This design comes from an exercise in tuning for small area and a short achievable clock period on the open sky130 flow, not from production work.

==> flow/design.v <==
package cic_pkg;
  localparam int IN_WIDTH  = 18;
  localparam int OUT_WIDTH = 18;
  localparam int ACC_WIDTH = 42;
endpackage
module cic_round (
  input  logic [cic_pkg::ACC_WIDTH-1:0]  acc,
  input  logic [2:0]                     sel,
  output logic [cic_pkg::OUT_WIDTH-1:0]  slice,
  output logic                           rnd_bit
);
  always_comb begin
    case (sel)
      3'd0:    begin slice = acc[21:4];  rnd_bit = acc[3];  end
      3'd1:    begin slice = acc[25:8];  rnd_bit = acc[7];  end
      3'd2:    begin slice = acc[29:12]; rnd_bit = acc[11]; end
      3'd3:    begin slice = acc[33:16]; rnd_bit = acc[15]; end
      3'd4:    begin slice = acc[37:20]; rnd_bit = acc[19]; end
      default: begin slice = acc[41:24]; rnd_bit = acc[23]; end
    endcase
  end
endmodule
module cic_add #(
  parameter int W    = 42,
  parameter int KIND = 0
) (
  input  logic [W-1:0] a,
  input  logic [W-1:0] b,
  input  logic         ci,
  output logic [W-1:0] s
);
  localparam int L = $clog2(W);
  logic [W-1:0] g [0:2*L+1];
  logic [W-1:0] p [0:2*L+1];
  logic [W-1:0] p0;
  assign p0 = a ^ b;
  assign g[0] = {a[W-1:1] & b[W-1:1], (a[0] & b[0]) | (p0[0] & ci)};
  assign p[0] = p0;
  generate
    if (KIND == 0) begin : g_sk
      for (genvar l = 0; l < L; l++) begin : lv
        for (genvar i = 0; i < W; i++) begin : bt
          if ((i >> l) & 1) begin : m
            localparam int J = ((i >> l) << l) - 1;
            assign g[l+1][i] = g[l][i] | (p[l][i] & g[l][J]);
            assign p[l+1][i] = p[l][i] & p[l][J];
          end else begin : k
            assign g[l+1][i] = g[l][i];
            assign p[l+1][i] = p[l][i];
          end
        end
      end
      assign s[0] = p0[0] ^ ci;
      assign s[W-1:1] = p0[W-1:1] ^ g[L][W-2:0];
    end else if (KIND == 1) begin : g_ks
      for (genvar l = 0; l < L; l++) begin : lv
        for (genvar i = 0; i < W; i++) begin : bt
          if (i >= (1 << l)) begin : m
            assign g[l+1][i] = g[l][i] | (p[l][i] & g[l][i-(1<<l)]);
            assign p[l+1][i] = p[l][i] & p[l][i-(1<<l)];
          end else begin : k
            assign g[l+1][i] = g[l][i];
            assign p[l+1][i] = p[l][i];
          end
        end
      end
      assign s[0] = p0[0] ^ ci;
      assign s[W-1:1] = p0[W-1:1] ^ g[L][W-2:0];
    end else if (KIND == 2) begin : g_bk
      for (genvar l = 0; l < L; l++) begin : up
        for (genvar i = 0; i < W; i++) begin : bt
          if ((i % (2 << l)) == (2 << l) - 1) begin : m
            assign g[l+1][i] = g[l][i] | (p[l][i] & g[l][i-(1<<l)]);
            assign p[l+1][i] = p[l][i] & p[l][i-(1<<l)];
          end else begin : k
            assign g[l+1][i] = g[l][i];
            assign p[l+1][i] = p[l][i];
          end
        end
      end
      for (genvar l = L - 2; l >= 0; l--) begin : dn
        for (genvar i = 0; i < W; i++) begin : bt
          if ((i % (2 << l)) == (1 << l) - 1 && i >= (2 << l)) begin : m
            assign g[2*L-1-l][i] = g[2*L-2-l][i] | (p[2*L-2-l][i] & g[2*L-2-l][i-(1<<l)]);
            assign p[2*L-1-l][i] = p[2*L-2-l][i] & p[2*L-2-l][i-(1<<l)];
          end else begin : k
            assign g[2*L-1-l][i] = g[2*L-2-l][i];
            assign p[2*L-1-l][i] = p[2*L-2-l][i];
          end
        end
      end
      assign s[0] = p0[0] ^ ci;
      assign s[W-1:1] = p0[W-1:1] ^ g[2*L-1][W-2:0];
    end else begin : g_hc
      for (genvar l = 0; l < L; l++) begin : lv
        for (genvar i = 0; i < W; i++) begin : bt
          if (l == 0 && (i % 2) == 1) begin : m0
            assign g[l+1][i] = g[l][i] | (p[l][i] & g[l][i-1]);
            assign p[l+1][i] = p[l][i] & p[l][i-1];
          end else if (l > 0 && (i % 2) == 1 && i >= (1 << l) + 1) begin : m
            assign g[l+1][i] = g[l][i] | (p[l][i] & g[l][i-(1<<l)]);
            assign p[l+1][i] = p[l][i] & p[l][i-(1<<l)];
          end else begin : k
            assign g[l+1][i] = g[l][i];
            assign p[l+1][i] = p[l][i];
          end
        end
      end
      for (genvar i = 0; i < W; i++) begin : ev
        if ((i % 2) == 0 && i >= 2) begin : m
          assign g[L+1][i] = g[L][i] | (p[L][i] & g[L][i-1]);
        end else begin : k
          assign g[L+1][i] = g[L][i];
        end
      end
      assign s[0] = p0[0] ^ ci;
      assign s[W-1:1] = p0[W-1:1] ^ g[L+1][W-2:0];
    end
  endgenerate
endmodule
module cic_interpolator (
  input  logic                clock,
  input  logic                reset_n,
  input  logic [5:0]          interpolation,
  input  logic                clear_underflow,
  output logic                underflow,
  input  logic                out_strobe,
  input  logic                in_valid,
  input  logic signed [17:0]  in_data,
  output logic                in_ready,
  output logic                out_valid,
  output logic signed [17:0]  out_data
);
  localparam int AW   = cic_pkg::ACC_WIDTH;
  localparam int KIND = 0;
  logic [5:0]          phase_q;
  logic                phase_nz_q;
  logic [17:0]         sample0_q, sample1_q;
  logic [18:0]         comb_last1_q;
  logic [19:0]         comb2_q, comb_last2_q;
  logic [20:0]         comb3_q, comb_last3_q;
  logic [21:0]         comb4_q, comb_last4_q;
  logic [21:0]         integ1_q;
  logic [AW-1:0]       integ2_q, integ3_q, integ4_q, integ5_q;
  logic [17:0]         out_slice_q;
  logic [2:0]          out_carry_q;
  logic                out_valid_q;
  logic                underflow_q;
  logic                load_tick;
  logic                wrap;
  logic [17:0]         x;
  logic [18:0]         comb1;
  logic [19:0]         csa_s, csa_c;
  logic [19:0]         comb2_d;
  logic [20:0]         comb3_d;
  logic [21:0]         comb4_d;
  logic [AW-1:0]       sum2, sum3, sum4, sum5;
  logic [2:0]          slice_sel;
  logic [17:0]         slice;
  logic                rnd_bit;
  assign load_tick = out_strobe && !phase_nz_q;
  assign x         = in_valid ? in_data : 18'd0;
  assign wrap      = ({1'b0, phase_q} + 7'd1) >= {1'b0, interpolation};
  cic_add #(.W(19), .KIND(KIND)) u_comb1 (
    .a({sample0_q[17], sample0_q}), .b(~{sample1_q[17], sample1_q}), .ci(1'b1), .s(comb1));
  always_comb begin
    logic [19:0] a, b, c;
    a = {{2{sample0_q[17]}}, sample0_q};
    b = ~{{2{sample1_q[17]}}, sample1_q};
    c = ~{comb_last1_q[18], comb_last1_q};
    csa_s = a ^ b ^ c;
    csa_c = {(a[18:0] & b[18:0]) | (a[18:0] & c[18:0]) | (b[18:0] & c[18:0]), 1'b1};
  end
  cic_add #(.W(20), .KIND(KIND)) u_comb2 (.a(csa_s), .b(csa_c), .ci(1'b1), .s(comb2_d));
  cic_add #(.W(21), .KIND(KIND)) u_comb3 (
    .a({comb2_q[19], comb2_q}), .b(~{comb_last2_q[19], comb_last2_q}), .ci(1'b1), .s(comb3_d));
  cic_add #(.W(22), .KIND(KIND)) u_comb4 (
    .a({comb3_q[20], comb3_q}), .b(~{comb_last3_q[20], comb_last3_q}), .ci(1'b1), .s(comb4_d));
  cic_add #(.W(AW), .KIND(KIND)) u_add2 (
    .a(integ2_q), .b({{(AW-22){integ1_q[21]}}, integ1_q}), .ci(1'b0), .s(sum2));
  cic_add #(.W(AW), .KIND(KIND)) u_add3 (.a(integ3_q), .b(integ2_q), .ci(1'b0), .s(sum3));
  cic_add #(.W(AW), .KIND(KIND)) u_add4 (.a(integ4_q), .b(integ3_q), .ci(1'b0), .s(sum4));
  cic_add #(.W(AW), .KIND(KIND)) u_add5 (.a(integ5_q), .b(integ4_q), .ci(1'b0), .s(sum5));
  always_comb begin
    if (interpolation < 6'd2 || interpolation > 6'd40) slice_sel = 3'd5;
    else if (interpolation <= 6'd2)  slice_sel = 3'd0;
    else if (interpolation <= 6'd4)  slice_sel = 3'd1;
    else if (interpolation <= 6'd8)  slice_sel = 3'd2;
    else if (interpolation <= 6'd16) slice_sel = 3'd3;
    else if (interpolation <= 6'd32) slice_sel = 3'd4;
    else                             slice_sel = 3'd5;
  end
  cic_round u_round (
    .acc     (integ5_q),
    .sel     (slice_sel),
    .slice   (slice),
    .rnd_bit (rnd_bit)
  );
  always_ff @(posedge clock or negedge reset_n) begin
    if (!reset_n) begin
      phase_q      <= '0;
      phase_nz_q   <= 1'b0;
      sample0_q    <= '0;
      sample1_q    <= '0;
      comb_last1_q <= '0;
      comb2_q      <= '0;
      comb_last2_q <= '0;
      comb3_q      <= '0;
      comb_last3_q <= '0;
      comb4_q      <= '0;
      comb_last4_q <= '0;
      integ1_q     <= '0;
      integ2_q     <= '0;
      integ3_q     <= '0;
      integ4_q     <= '0;
      integ5_q     <= '0;
      out_valid_q  <= 1'b0;
      underflow_q  <= 1'b0;
    end else begin
      if (out_strobe) begin
        phase_q    <= wrap ? 6'd0 : phase_q + 6'd1;
        phase_nz_q <= !wrap;
        integ2_q   <= sum2;
        integ3_q   <= sum3;
        integ4_q   <= sum4;
        integ5_q   <= sum5;
      end
      if (load_tick) begin
        sample0_q    <= x;
        sample1_q    <= sample0_q;
        comb_last1_q <= comb1;
        comb2_q      <= comb2_d;
        comb_last2_q <= comb2_q;
        comb3_q      <= comb3_d;
        comb_last3_q <= comb3_q;
        comb4_q      <= comb4_d;
        comb_last4_q <= comb4_q;
        integ1_q     <= comb_last4_q;
      end
      out_valid_q <= out_strobe;
      if (load_tick && !in_valid) underflow_q <= 1'b1;
      else if (clear_underflow)   underflow_q <= 1'b0;
    end
  end
  always_ff @(posedge clock) begin
    out_slice_q    <= slice;
    out_carry_q[0] <= rnd_bit;
    out_carry_q[1] <= rnd_bit & (&slice[5:0]);
    out_carry_q[2] <= rnd_bit & (&slice[11:0]);
  end
  assign in_ready  = load_tick;
  assign out_valid = out_valid_q;
  assign out_data  = {out_slice_q[17:12] + 6'(out_carry_q[2]),
                      out_slice_q[11:6]  + 6'(out_carry_q[1]),
                      out_slice_q[5:0]   + 6'(out_carry_q[0])};
  assign underflow = underflow_q;
endmodule
clock: 6.5 ns
lec_check: 0
cap_margin: 20
core_margin: 2
core_utilization: 40
place_density: 0.6
setup_slack_margin: 3.2
slew_margin: 20
standard.sh (not shown) runs the stock make flow with config.mk's settings and CLKGATE_MAP_FILE= SYNTH_SCRIPT=/design/flow/synth_recipe.tcl, a recipe that flattens the netlist after the stock synthesis.
==> flow/flow/run.sh <==
#!/bin/bash
# Standard ORFS layout (the standard.sh) with: no dummy loads in clock
# tree synthesis, and buf_2 as the port buffer. Make's output: flow_make.log.
set -euo pipefail
bash standard.sh \
  "CTS_ARGS=-sink_clustering_enable -repair_clock_nets -dont_use_dummy_load" \
  "BUFFER_PORTS_ARGS=-buffer_cell sky130_fd_sc_hd__buf_2" \
  finish > flow_make.log 2>&1
The first run finished clean.
Edit:
==> flow/run.sh (new file) <==
#!/bin/bash
# synth_recipe.tcl (not shown) runs the flow's synth.tcl, then flattens the netlist and writes it again
# the make line also repeats each setting of config.mk as NAME=value (left out here)
make -C /OpenROAD-flow-scripts/flow DESIGN_CONFIG=/design/flow/config.mk WORK_HOME=/design/flow/orfs CLKGATE_MAP_FILE= SYNTH_SCRIPT=/design/flow/synth_recipe.tcl finish
removed: flow/flow/run.sh
removed: flow/standard.sh
After rerunning: Hold slack improved by 0.020 ns. Synthesized cell count stays the same. Die area does not change. Worst setup slack got worse by 0.042 ns. Area after synthesis is unchanged. Utilization rises by 1.3 points. Flip-flop and latch count stays the same. Design area rises by about 3%.
Edit:
==> flow/flow/run.sh (new file) <==
#!/bin/bash
# Standard ORFS layout (the standard.sh) with: no dummy loads in clock
# tree synthesis, power (area) recovery after global routing.
set -euo pipefail
bash standard.sh \
  "CTS_ARGS=-sink_clustering_enable -repair_clock_nets -dont_use_dummy_load" \
  RECOVER_POWER=100 \
  finish > flow_make.log 2>&1
==> flow/standard.sh (new file) <==
#!/bin/bash
# synth_recipe.tcl (not shown) runs the flow's synth.tcl, then flattens the netlist and writes it again
# the make line also repeats each setting of config.mk as NAME=value (left out here)
make -C /OpenROAD-flow-scripts/flow DESIGN_CONFIG=/design/flow/config.mk WORK_HOME=/design/flow/orfs CLKGATE_MAP_FILE= SYNTH_SCRIPT=/design/flow/synth_recipe.tcl "${@:-finish}"
removed: flow/run.sh
- The changed run completed and failed the layout checks on capacitance limit, slew limit
- maximum frequency shrinks by 25%
- worst setup slack is worse by 1.1 ns
- hold slack got worse by 0.018 ns
- design area went down by 3.2%
- cell count drops by 1.1%
- synthesized cell count stays the same
- area after synthesis stays the same
- count of clock-buffer cells in the layout fell by 16
- utilization drops by 1.5 points
No run of this note included a check of the RTL's function; only the layout flow was run.

-- what the ideal ports hide --
No port has a modelled driver above. Below, the same layouts with a new extraction and two added sets of constraints. Step 1 sets driving cells, clkbuf_16 on the clock port and buf_2 on the other inputs (assumed; they add their load-dependent delay and slew). Step 2 times the ports against the registers' clock, not the clock port: input delays grow and output delays shrink by t, the midpoint of the rising clock arrivals with the driver on. Slacks: no drivers / after step 1 / after step 2; pairs: no drivers / after step 1.
run | shift t [ns] | setup slack, ns | worst hold slack (ns) | pins driven straight from the clock port
the first run | 0.623 | 3.143 / 3.138 / 2.851 | 0.443 / 0.443 / 0.443 | 1
the second run | 0.645 | 3.101 / 3.101 / 2.741 | 0.462 / 0.462 / 0.462 | 1
the third run | 0.625 | 1.974 / 1.892 / 1.267 | 0.444 / 0.444 / 0.444 | 1
The setup slack of the third run, which loses most, moves by -0.082 ns with the drivers and by -0.707 ns with both steps.
